From an optimization exercise on the open Yosys and OpenROAD flow, aimed at small area; shortcuts taken in it are not production practice. Only simulation tests tie the RTL to the original design; equivalence was not proved. Power is estimated from default activity; no workload was simulated. No driver is modelled on the clock port, so clocking that relies on it looks cheaper here than on a real chip.

==> flow/design.v (excerpt) <==
module tych_tx_buf (
  input  logic                     clk,
  input  logic                     rst,
  input  tych_pkg::mac_avltx_t     in_tx,
  output logic                     in_ready,
  output tych_pkg::mac_avltx_t     out_tx,
  output logic [2:0]               level,
  input  logic                     out_ready,
  output logic [31:0]              pkt_count,
  output logic [15:0]              frame_err_count
);
Size in the first run: roughly 6700 cells after synthesis, about 1100 I/O pins, roughly 0.076 mm2 of cells after synthesis.
Settings: LEC_CHECK=0, CAP_MARGIN=0, CORE_MARGIN=2, CORE_UTILIZATION=50, SLEW_MARGIN=0; clock period 6.0 ns.
standard.sh (not shown) runs the stock make flow with config.mk's settings and CLKGATE_MAP_FILE= SYNTH_SCRIPT=/design/flow/synth_recipe.tcl, a recipe that flattens the netlist after the stock synthesis.
==> flow/flow/run.sh <==
#!/bin/bash
# Standard ORFS layout with three changes: ports buffered with buf_1 instead of the
# default delay buffer, a clock tree built from smaller clock buffers without dummy loads,
# and the settings in config.mk. Each tool's output goes to its own log file here.
set -euo pipefail
bash standard.sh \
  "BUFFER_PORTS_ARGS=-buffer_cell sky130_fd_sc_hd__buf_1" \
  "CTS_ARGS=-sink_clustering_enable -repair_clock_nets -dont_use_dummy_load -buf_list {sky130_fd_sc_hd__clkbuf_16} -sink_clustering_size 24 -sink_clustering_max_diameter 90" \
  finish > make_finish.log 2>&1
Then changed:
--- a/flow/flow/run.sh
+++ b/flow/flow/run.sh
@@ -8 +8 @@
-  "CTS_ARGS=-sink_clustering_enable -repair_clock_nets -dont_use_dummy_load -buf_list {sky130_fd_sc_hd__clkbuf_16} -sink_clustering_size 24 -sink_clustering_max_diameter 90" \
+  "CTS_ARGS=-sink_clustering_enable -repair_clock_nets -dont_use_dummy_load -buf_list {sky130_fd_sc_hd__clkbuf_4 sky130_fd_sc_hd__clkbuf_8}" \
--- a/flow/config.mk
+++ b/flow/config.mk
@@ -8 +8 @@
-export CAP_MARGIN = 0
+export CAP_MARGIN = 20
@@ -10,2 +10,2 @@
-export CORE_UTILIZATION = 50
-export SLEW_MARGIN = 0
+export CORE_UTILIZATION = 40
+export SLEW_MARGIN = 20
Global-route usage decreases by 6.5 points; via count increases by 2.7%; cell area increases by 3.4%; power increases by 13%; utilization decreases by 9.6 points; clock-buffer cell count increases by 260; first-iteration DRC count decreases by 3.4%; worst setup slack got worse by 0.23 ns; die area increases by 25%.
Then changed:
--- a/flow/config.mk
+++ b/flow/config.mk
@@ -10 +10 @@
-export CORE_UTILIZATION = 40
+export CORE_UTILIZATION = 60
What happened: Via count rises slightly; flip-flop and latch count stays the same; global-route usage increases by 13 points; cell count drops by a little under a tenth; die area drops by a quarter to a third; sequential power hardly moves.

The RTL this note starts from:
==> flow/design.v <==
package tych_pkg;
  typedef struct packed {
    logic [511:0] data;
    logic         sop;
    logic         eop;
    logic         valid;
    logic         error;
    logic         skip_crc;
  } mac_avltx_t;
endpackage
module tych_tx_buf (
  input  logic                     clk,
  input  logic                     rst,
  input  tych_pkg::mac_avltx_t     in_tx,
  output logic                     in_ready,
  output tych_pkg::mac_avltx_t     out_tx,
  output logic [2:0]               level,
  input  logic                     out_ready,
  output logic [31:0]              pkt_count,
  output logic [15:0]              frame_err_count
);
  localparam int W = 516;    
  logic [W-1:0] mem_q [4];
  logic [W-1:0] wr_entry;
  logic [W-1:0] head;
  logic [3:0]   wsel_q;      
  logic [3:0]   wnot_q;      
  logic [3:0]   we, keep;    
  logic [3:0]   rsel_q;      
  logic [3:0]   hsel;        
  logic [2:0]   level_q, level_d;
  logic [31:0]  pkt_cnt_q;
  logic [15:0]  err_cnt_q;
  logic         in_pkt_q;
  logic         nonempty;
  logic         push_hs, orphan, sop_in_pkt, store, pop;
  assign in_ready   = rst && !level_q[2];
  assign push_hs    = in_tx.valid && in_ready;
  assign orphan     = push_hs && !in_pkt_q && !in_tx.sop;
  assign sop_in_pkt = push_hs && in_pkt_q && in_tx.sop;
  assign store      = push_hs && (in_pkt_q || in_tx.sop);
  assign nonempty   = (level_q != 3'd0);
  assign pop        = nonempty && out_ready;
  assign hsel       = rsel_q & {4{nonempty}};
  assign we         = wsel_q & {4{store}};
  assign keep       = wnot_q | {4{!store}};
  assign wr_entry = {in_tx.data, in_tx.sop, in_tx.eop,
                     in_tx.error || sop_in_pkt, in_tx.skip_crc};
  always_comb begin
    head = '0;
    for (int i = 0; i < 4; i++) head = head | (mem_q[i] & {W{hsel[i]}});
  end
  always_comb begin
    case ({store, pop})
      2'b10:   level_d = level_q + 3'd1;
      2'b01:   level_d = level_q - 3'd1;
      default: level_d = level_q;
    endcase
  end
  always_ff @(posedge clk or negedge rst) begin
    if (!rst) begin
      wsel_q    <= 4'b0001;
      wnot_q    <= 4'b1110;
      rsel_q    <= 4'b0001;
      level_q   <= '0;
      pkt_cnt_q <= '0;
      err_cnt_q <= '0;
      in_pkt_q  <= 1'b0;
    end else begin
      if (store) wsel_q <= {wsel_q[2:0], wsel_q[3]};
      if (store) wnot_q <= {wnot_q[2:0], wnot_q[3]};
      if (pop)   rsel_q <= {rsel_q[2:0], rsel_q[3]};
      level_q <= level_d;
      if (store) in_pkt_q <= !in_tx.eop;
      if (pop && head[2] && (pkt_cnt_q != '1)) pkt_cnt_q <= pkt_cnt_q + 32'd1;
      if ((orphan || sop_in_pkt) && (err_cnt_q != '1)) err_cnt_q <= err_cnt_q + 16'd1;
    end
  end
  always_ff @(posedge clk) begin
    for (int i = 0; i < 4; i++) begin
      mem_q[i] <= (wr_entry & {W{we[i]}}) | (mem_q[i] & {W{keep[i]}});
    end
  end
  assign out_tx = {head[515:4], head[3:2], nonempty, head[1:0]};
  assign level           = level_q;
  assign pkt_count       = pkt_cnt_q;
  assign frame_err_count = err_cnt_q;
endmodule
export LEC_CHECK = 0
export CAP_MARGIN = 0
export CORE_MARGIN = 2
export CORE_UTILIZATION = 60
export SLEW_MARGIN = 0
create_clock -name core_clock -period 6.0 [get_ports {clk}]
==> flow/flow/run.sh <==
#!/bin/bash
# Standard ORFS layout with four changes: ports buffered with buf_1 instead of the
# default delay buffer, a clock tree built from smaller clock buffers without dummy loads,
# the read multiplexer's gates re-covered with smaller cells before floorplanning
# (flow/remap.tcl), and the settings in config.mk. Each tool's output goes to its own log file here.
set -euo pipefail
bash standard.sh \
  "PRE_FLOORPLAN_TCL=$PWD/flow/remap.tcl" \
  "BUFFER_PORTS_ARGS=-buffer_cell sky130_fd_sc_hd__buf_1" \
  "CTS_ARGS=-sink_clustering_enable -repair_clock_nets -dont_use_dummy_load -buf_list {sky130_fd_sc_hd__clkbuf_16} -sink_clustering_size 31 -sink_clustering_max_diameter 100" \
  finish > make_finish.log 2>&1
Other scripts of this flow, unchanged in this note and not shown: flow/flow/remap.tcl
The baseline completed, yet does not pass: slew limit.
Then changed:
--- a/flow/config.mk
+++ b/flow/config.mk
@@ -10 +10 @@
-export CORE_UTILIZATION = 60
+export CORE_UTILIZATION = 50
=>
- Now the flow completed with no timing, DRC or antenna violations
- global-route usage decreases by 5.6 points
- via count decreases by 0.59%
- total power increases by 0.52%
- maximum frequency increases by 5.6%
- utilization decreases by 11 points
- first-iteration DRC count decreases by 16%
- die area increases by 20%
- hold slack is about the same
- flip-flop and latch count stays the same
- worst setup slack improved by 0.28 ns
- critical path depth decreases by 2

==> re-timing with driven ports <==
In the flow no input, the clock included, has a driving cell. The finished layouts below were timed again as built, in two steps. Step 1, drivers: a clkbuf_16 drives clk and a buf_2 each remaining input, both assumed. Step 2 times the ports against the registers' clock, not the clock port: input delays grow and output delays shrink by t, the midpoint of the rising clock arrivals with the driver on. Three values: no drivers, after step 1, after step 2; two values: the first two.
| run | shift t [ns] | setup slack, ns | worst hold slack (ns) |
|---|---|---|---|
| the first run of note 1 | 0.808 | 0.866 / 0.777 / 1.586 | 0.465 / 0.465 / 0.465 |
| the second run of note 1 | 1.119 | 0.636 / 0.554 / 1.673 | 0.358 / 0.299 / 0.456 |
| the third run of note 1 | 1.074 | 0.914 / 0.831 / 1.905 | 0.434 / 0.432 / 0.461 |
| the first run of note 2 | 0.782 | 0.633 / 0.552 / 1.334 | 0.474 / 0.474 / 0.474 |
| the second run of note 2 | 0.800 | 0.917 / 0.830 / 1.630 | 0.474 / 0.474 / 0.474 |
